This is an optimization exercise on Yosys and OpenROAD, whose aim is small area, not a production implementation. Where RTL was checked, it was by simulation tests only, not by an equivalence proof against the original. Power figures rest on the tool's default switching activity, not on a simulated workload.

==> flow/design.v <==
package jt900h_dump_pkg;
  localparam logic [1:0] CAUSE_NONE = 2'd0;
  localparam logic [1:0] CAUSE_STOP = 2'd1;
  localparam logic [1:0] CAUSE_WDOG = 2'd2;
  localparam logic [1:0] CAUSE_HALT = 2'd3;
  localparam int DUMP_LEN = 84;
endpackage
module jt900h_dump_row (
  input  logic       clk,
  input  logic       we_i,
  input  logic       wen_i,
  input  logic [7:0] x_i,
  output logic [7:0] q_o
);
  logic [7:0] q;
  always_ff @(posedge clk) q <= ~((q | {8{we_i}}) & ({8{wen_i}} | x_i));
  assign q_o = q;
endmodule
module jt900h_dump_rdmux (
  input  logic [8*jt900h_dump_pkg::DUMP_LEN-1:0] mem_i,   
  input  logic [7:0] raddr_i,
  output logic [7:0] rdata_o
);
  localparam int L  = jt900h_dump_pkg::DUMP_LEN;
  localparam int NG = L / 3;
  logic [15:0]   rlo;
  logic [5:0]    rhi;
  logic [L-1:0]  rsel;
  logic [NG-1:0] grp_n [8];
  always_comb begin
    for (int i = 0; i < 16; i++) rlo[i] = (raddr_i[3:0] == 4'(i));
    for (int i = 0; i < 6; i++)  rhi[i] = (raddr_i[7:4] == 4'(i));
    for (int k = 0; k < L; k++) rsel[k] = rlo[k % 16] && rhi[k / 16];
    for (int b = 0; b < 8; b++) begin
      for (int j = 0; j < NG; j++)
        grp_n[b][j] = !((mem_i[8*(3*j)+b]   && rsel[3*j]) ||
                        (mem_i[8*(3*j+1)+b] && rsel[3*j+1]) ||
                        (mem_i[8*(3*j+2)+b] && rsel[3*j+2]));
      rdata_o[b] = !(&grp_n[b]);
    end
  end
endmodule
module jt900h_dump_half #(
  parameter int N = 42
) (
  input  logic           clk,
  input  logic           par_i,
  input  logic [N-1:0]   wsel_i,
  input  logic [7:0]     wdata_i,
  output logic [8*N-1:0] mem_o
);
  logic [7:0] wx;
  assign wx = wdata_i ^ {8{par_i}};
  for (genvar k = 0; k < N; k++) begin : g_row
    jt900h_dump_row u_row (
      .clk   (clk),
      .we_i  (wsel_i[k]),
      .wen_i (!wsel_i[k]),
      .x_i   (wx),
      .q_o   (mem_o[8*k +: 8])
    );
  end
endmodule
module jt900h_dump_buf (
  input  logic       clk,
  input  logic       last_we_i,   
  input  logic [6:0] waddr_i,     
  input  logic [7:0] wdata_i,
  input  logic [7:0] raddr_i,
  output logic [7:0] rdata_o
);
  localparam int L = jt900h_dump_pkg::DUMP_LEN;
  logic         par_q;
  logic [8*L-1:0] mem_q;
  logic [L-1:0] wsel;
  always_ff @(posedge clk) par_q <= !par_q;
  logic [15:0] wlo;
  logic [5:0]  whi;
  always_comb begin
    for (int i = 0; i < 16; i++) wlo[i] = (waddr_i[3:0] == 4'(i));
    for (int i = 0; i < 6; i++)  whi[i] = (waddr_i[6:4] == 3'(i));
    for (int k = 0; k < L; k++) wsel[k] = wlo[(k + 1) % 16] && whi[(k + 1) / 16];
    wsel[L-1] = wsel[L-1] && last_we_i;
  end
  for (genvar h = 0; h < 2; h++) begin : g_half
    jt900h_dump_half #(.N(L / 2)) u_half (
      .clk     (clk),
      .par_i   (par_q),
      .wsel_i  (wsel[h*(L/2) +: L/2]),
      .wdata_i (wdata_i),
      .mem_o   (mem_q[8*h*(L/2) +: 8*(L/2)])
    );
  end
  logic [7:0] rmux;
  jt900h_dump_rdmux u_rdmux (
    .mem_i   (mem_q),
    .raddr_i (raddr_i),
    .rdata_o (rmux)
  );
  assign rdata_o = rmux ^ {8{par_q && (raddr_i < 8'(L))}};
endmodule
import jt900h_dump_pkg::*;
module jt900h_dumpctl (
  input  logic        clk,
  input  logic        rst_n,
  input  logic [23:0] ram_addr,
  input  logic [1:0]  ram_we,
  input  logic        halt_req,
  output logic        cen,
  output logic [7:0]  dmp_addr,
  input  logic [7:0]  dmp_din,
  input  logic [7:0]  rd_addr,
  output logic [7:0]  rd_data,
  output logic        done,
  output logic [1:0]  cause,
  output logic [31:0] run_cycles
);
  logic [20:0] cnt_q;
  logic [1:0]  cause_q;
  logic [6:0]  addr_q;
  logic        flag_q;
  logic run, stop_wr, wdog_hit, stop_any, last;
  always_comb begin
    run      = (cause_q == CAUSE_NONE);
    stop_wr  = ram_we[1] && (ram_addr == 24'h00ffff);
    wdog_hit = &cnt_q[19:0];
    stop_any = stop_wr || halt_req || wdog_hit;
    last     = (addr_q == 7'(DUMP_LEN));
  end
  always_ff @(posedge clk or negedge rst_n) begin
    if (!rst_n) begin
      cnt_q   <= '0;
      cause_q <= CAUSE_NONE;
      addr_q  <= '0;
      flag_q  <= 1'b0;
    end else if (run) begin
      if (flag_q) cnt_q <= {wdog_hit, cnt_q[19:0] + 20'd1};
      if (stop_any) begin
        cause_q <= stop_wr ? CAUSE_STOP : (halt_req ? CAUSE_HALT : CAUSE_WDOG);
        flag_q  <= 1'b0;
      end else begin
        flag_q  <= 1'b1;
      end
    end else if (!flag_q) begin
      if (last) flag_q <= 1'b1;
      else      addr_q <= addr_q + 7'd1;
    end
  end
  jt900h_dump_buf u_buf (
    .clk       (clk),
    .last_we_i (!flag_q),
    .waddr_i   (addr_q),
    .wdata_i   (dmp_din),
    .raddr_i   (rd_addr),
    .rdata_o   (rd_data)
  );
  assign cen        = run && flag_q;
  assign done       = !run && flag_q;
  assign dmp_addr   = {1'b0, addr_q};
  assign cause      = cause_q;
  assign run_cycles = {11'd0, cnt_q};
endmodule
==> flow/config.mk <==
export PLATFORM = sky130hd
export DESIGN_NAME = jt900h_dumpctl
export DESIGN_NICKNAME = jt900h_dumpctl
export VERILOG_FILES = /design/flow/design.v
export SDC_FILE = /design/flow/constraint.sdc
export NUM_CORES = 4
export LEC_CHECK = 0
export CAP_MARGIN = 20
export CORE_MARGIN = 2
export CORE_UTILIZATION = 50
export CTS_BUF_LIST = sky130_fd_sc_hd__clkbuf_16
export CTS_CLUSTER_DIAMETER = 100
export CTS_CLUSTER_SIZE = 30
export SLEW_MARGIN = 20
export SYNTH_HIERARCHICAL = 1
==> flow/constraint.sdc <==
create_clock -name core_clock -period 10.0 [get_ports {clk}]
set_input_delay 2.0000 -clock core_clock [delete_from_list [all_inputs] [get_ports {clk}]]
set_output_delay 2.0000 -clock core_clock [all_outputs]
set_load 0.01 [all_outputs]
standard.sh (not shown) runs the stock make flow with config.mk's settings and CLKGATE_MAP_FILE= SYNTH_SCRIPT=/design/flow/synth_recipe.tcl, a recipe that flattens the netlist after the stock synthesis.
==> flow/flow/run.sh <==
#!/bin/bash
# Own layout flow: the standard ORFS flow, except that
#  - synthesis maps the combinational logic with area-oriented ABC scripts
#    instead of ORFS's delay-oriented one: flow/light.abc (mapping only, which
#    keeps the read multiplexer's AND-OR structure) for jt900h_dump_rdmux, then
#    flow/area.abc for the rest; registers, passes and naming are otherwise
#    exactly synth_recipe.tcl's;
#  - port buffers use the smallest buffer cell.
# Every tool's output goes to ORFS's own logs under orfs/logs, and make's
# output to flow_make.log in the work folder.
set -euo pipefail
W=$(pwd)
F=$W/flow

# synthesis script: ORFS synth.tcl with the ABC step swapped
sed -e "s|^source \$::env(SCRIPTS_DIR)/synth_preamble.tcl\$|&\nset abc_base [list {*}\$lib_args {*}\$lib_dont_use_args]|" \
    -e "s|^  log_cmd abc {\*}\$abc_args\$|  log_cmd abc -script $F/light.abc {*}\$abc_base jt900h_dump_rdmux\n  log_cmd abc -script $F/area.abc {*}\$abc_base|" \
  "$FLOW_HOME/scripts/synth.tcl" > "$W/own_synth_orfs.tcl"
grep -q "light.abc" "$W/own_synth_orfs.tcl"
grep -q "^set abc_base " "$W/own_synth_orfs.tcl"
sed -e "s|\$::env(SCRIPTS_DIR)/synth.tcl|$W/own_synth_orfs.tcl|" "$W/synth_recipe.tcl" > "$W/own_synth.tcl"
grep -q "own_synth_orfs.tcl" "$W/own_synth.tcl"
sed -e "s|$W/synth_recipe.tcl|$W/own_synth.tcl|" "$W/standard.sh" > "$W/own_standard.sh"
grep -q "own_synth.tcl" "$W/own_standard.sh"

export BUFFER_PORTS_ARGS="-buffer_cell sky130_fd_sc_hd__buf_1"
bash "$W/own_standard.sh" finish > "$W/flow_make.log" 2>&1
test -s "$W/out/final.def"
==> flow/flow/area.abc <==
strash
&get -n
&fraig -x
&put
scorr
dc2
strash
&get -n
&dch -f
&nf -R 1000 -p
&put
==> flow/flow/light.abc <==
strash
&get -n
&nf -p -R 1000
&put
Edit:
--- a/flow/design.v
+++ b/flow/design.v
@@ -22,44 +22,25 @@
   output logic [7:0] rdata_o
 );
   localparam int L  = jt900h_dump_pkg::DUMP_LEN;
   localparam int NG = L / 3;
-  logic [15:0]   rlo;
-  logic [5:0]    rhi;
+  logic [3:0]    rp0;
+  logic [7:0]    rp1;
+  logic [2:0]    rp2;
   logic [L-1:0]  rsel;
   logic [NG-1:0] grp_n [8];
   always_comb begin
-    for (int i = 0; i < 16; i++) rlo[i] = (raddr_i[3:0] == 4'(i));
-    for (int i = 0; i < 6; i++)  rhi[i] = (raddr_i[7:4] == 4'(i));
-    for (int k = 0; k < L; k++) rsel[k] = rlo[k % 16] && rhi[k / 16];
+    for (int i = 0; i < 4; i++) rp0[i] = (raddr_i[1:0] == 2'(i));
+    for (int i = 0; i < 8; i++) rp1[i] = (raddr_i[4:2] == 3'(i));
+    for (int i = 0; i < 3; i++) rp2[i] = (raddr_i[7:5] == 3'(i));
+    for (int k = 0; k < L; k++) rsel[k] = rp0[k % 4] && rp1[(k / 4) % 8] && rp2[k / 32];
     for (int b = 0; b < 8; b++) begin
       for (int j = 0; j < NG; j++)
         grp_n[b][j] = !((mem_i[8*(3*j)+b]   && rsel[3*j]) ||
                         (mem_i[8*(3*j+1)+b] && rsel[3*j+1]) ||
                         (mem_i[8*(3*j+2)+b] && rsel[3*j+2]));
       rdata_o[b] = !(&grp_n[b]);
     end
-  end
-endmodule
-module jt900h_dump_half #(
-  parameter int N = 42
-) (
-  input  logic           clk,
-  input  logic           par_i,
-  input  logic [N-1:0]   wsel_i,
-  input  logic [7:0]     wdata_i,
-  output logic [8*N-1:0] mem_o
-);
-  logic [7:0] wx;
-  assign wx = wdata_i ^ {8{par_i}};
-  for (genvar k = 0; k < N; k++) begin : g_row
-    jt900h_dump_row u_row (
-      .clk   (clk),
-      .we_i  (wsel_i[k]),
-      .wen_i (!wsel_i[k]),
-      .x_i   (wx),
-      .q_o   (mem_o[8*k +: 8])
-    );
   end
 endmodule
 module jt900h_dump_buf (
   input  logic       clk,
@@ -70,26 +51,29 @@
   output logic [7:0] rdata_o
 );
   localparam int L = jt900h_dump_pkg::DUMP_LEN;
   logic         par_q;
+  logic [7:0]   wx;
   logic [8*L-1:0] mem_q;
   logic [L-1:0] wsel;
   always_ff @(posedge clk) par_q <= !par_q;
-  logic [15:0] wlo;
-  logic [5:0]  whi;
+  logic [3:0] wp0, wp1;
+  logic [5:0] wp2;
   always_comb begin
-    for (int i = 0; i < 16; i++) wlo[i] = (waddr_i[3:0] == 4'(i));
-    for (int i = 0; i < 6; i++)  whi[i] = (waddr_i[6:4] == 3'(i));
-    for (int k = 0; k < L; k++) wsel[k] = wlo[(k + 1) % 16] && whi[(k + 1) / 16];
+    for (int i = 0; i < 4; i++) wp0[i] = (waddr_i[1:0] == 2'(i));
+    for (int i = 0; i < 4; i++) wp1[i] = (waddr_i[3:2] == 2'(i));
+    for (int i = 0; i < 6; i++) wp2[i] = (waddr_i[6:4] == 3'(i));
+    for (int k = 0; k < L; k++) wsel[k] = wp0[(k + 1) % 4] && wp1[((k + 1) / 4) % 4] && wp2[(k + 1) / 16];
     wsel[L-1] = wsel[L-1] && last_we_i;
   end
-  for (genvar h = 0; h < 2; h++) begin : g_half
-    jt900h_dump_half #(.N(L / 2)) u_half (
-      .clk     (clk),
-      .par_i   (par_q),
-      .wsel_i  (wsel[h*(L/2) +: L/2]),
-      .wdata_i (wdata_i),
-      .mem_o   (mem_q[8*h*(L/2) +: 8*(L/2)])
+  assign wx = wdata_i ^ {8{par_q}};
+  for (genvar k = 0; k < L; k++) begin : g_row
+    jt900h_dump_row u_row (
+      .clk   (clk),
+      .we_i  (wsel[k]),
+      .wen_i (!wsel[k]),
+      .x_i   (wx),
+      .q_o   (mem_q[8*k +: 8])
     );
   end
   logic [7:0] rmux;
   jt900h_dump_rdmux u_rdmux (
Effect:
- register-to-register slack gets better by 0.11 ns
- total power rises by 0.68%
- global-route usage falls by 0.35 points
- setup slack gets better by 0.24 ns
- cell area stays flat
- synthesized cell count rises by 0.42%
- maximum frequency rises by 3.0%
- synthesized area stays flat
- clock skew falls by 0.0083 ns
- via count rises by 1.0%
- count of clock-buffer cells in the layout does not change
- sequential share of layout area rises by 0.15 points
- utilization falls by 0.16 points
Function not checked in the first run of this note: the RTL went through the layout flow alone.

==> re-timing with driven ports <==
Ports are ideal in the flow. The routed layouts listed here were re-timed in OpenROAD.
Step 1 (the two cells are an assumption about what drives the block):
set clk [get_ports {clk}]
set_driving_cell -lib_cell sky130_fd_sc_hd__clkbuf_16 $clk
set_driving_cell -lib_cell sky130_fd_sc_hd__buf_2 [delete_from_list [all_inputs] $clk]
Step 2 moves the port delays by t, midway between the first and last clock arrival at a register: inputs arrive t later, outputs are due t later. That takes back most of the time a late clock gives input paths.
Three values: no drivers, after step 1, after step 2; two values: the first two.
run | t, ns | setup WS [ns] | worst register clock-pin slew, ns | worst slew at a driven data input, ns
the first run | 0.661 | 1.936 / 1.909 / 1.909 | 0.12 / 0.12 | 0.07
the second run | 0.666 | 2.172 / 2.149 / 2.149 | 0.12 / 0.12 | 0.04
After both steps setup and hold are still met in every run listed. The setup slack of the first run, which loses most, moves by -0.027 ns with the drivers and by -0.027 ns with both steps.
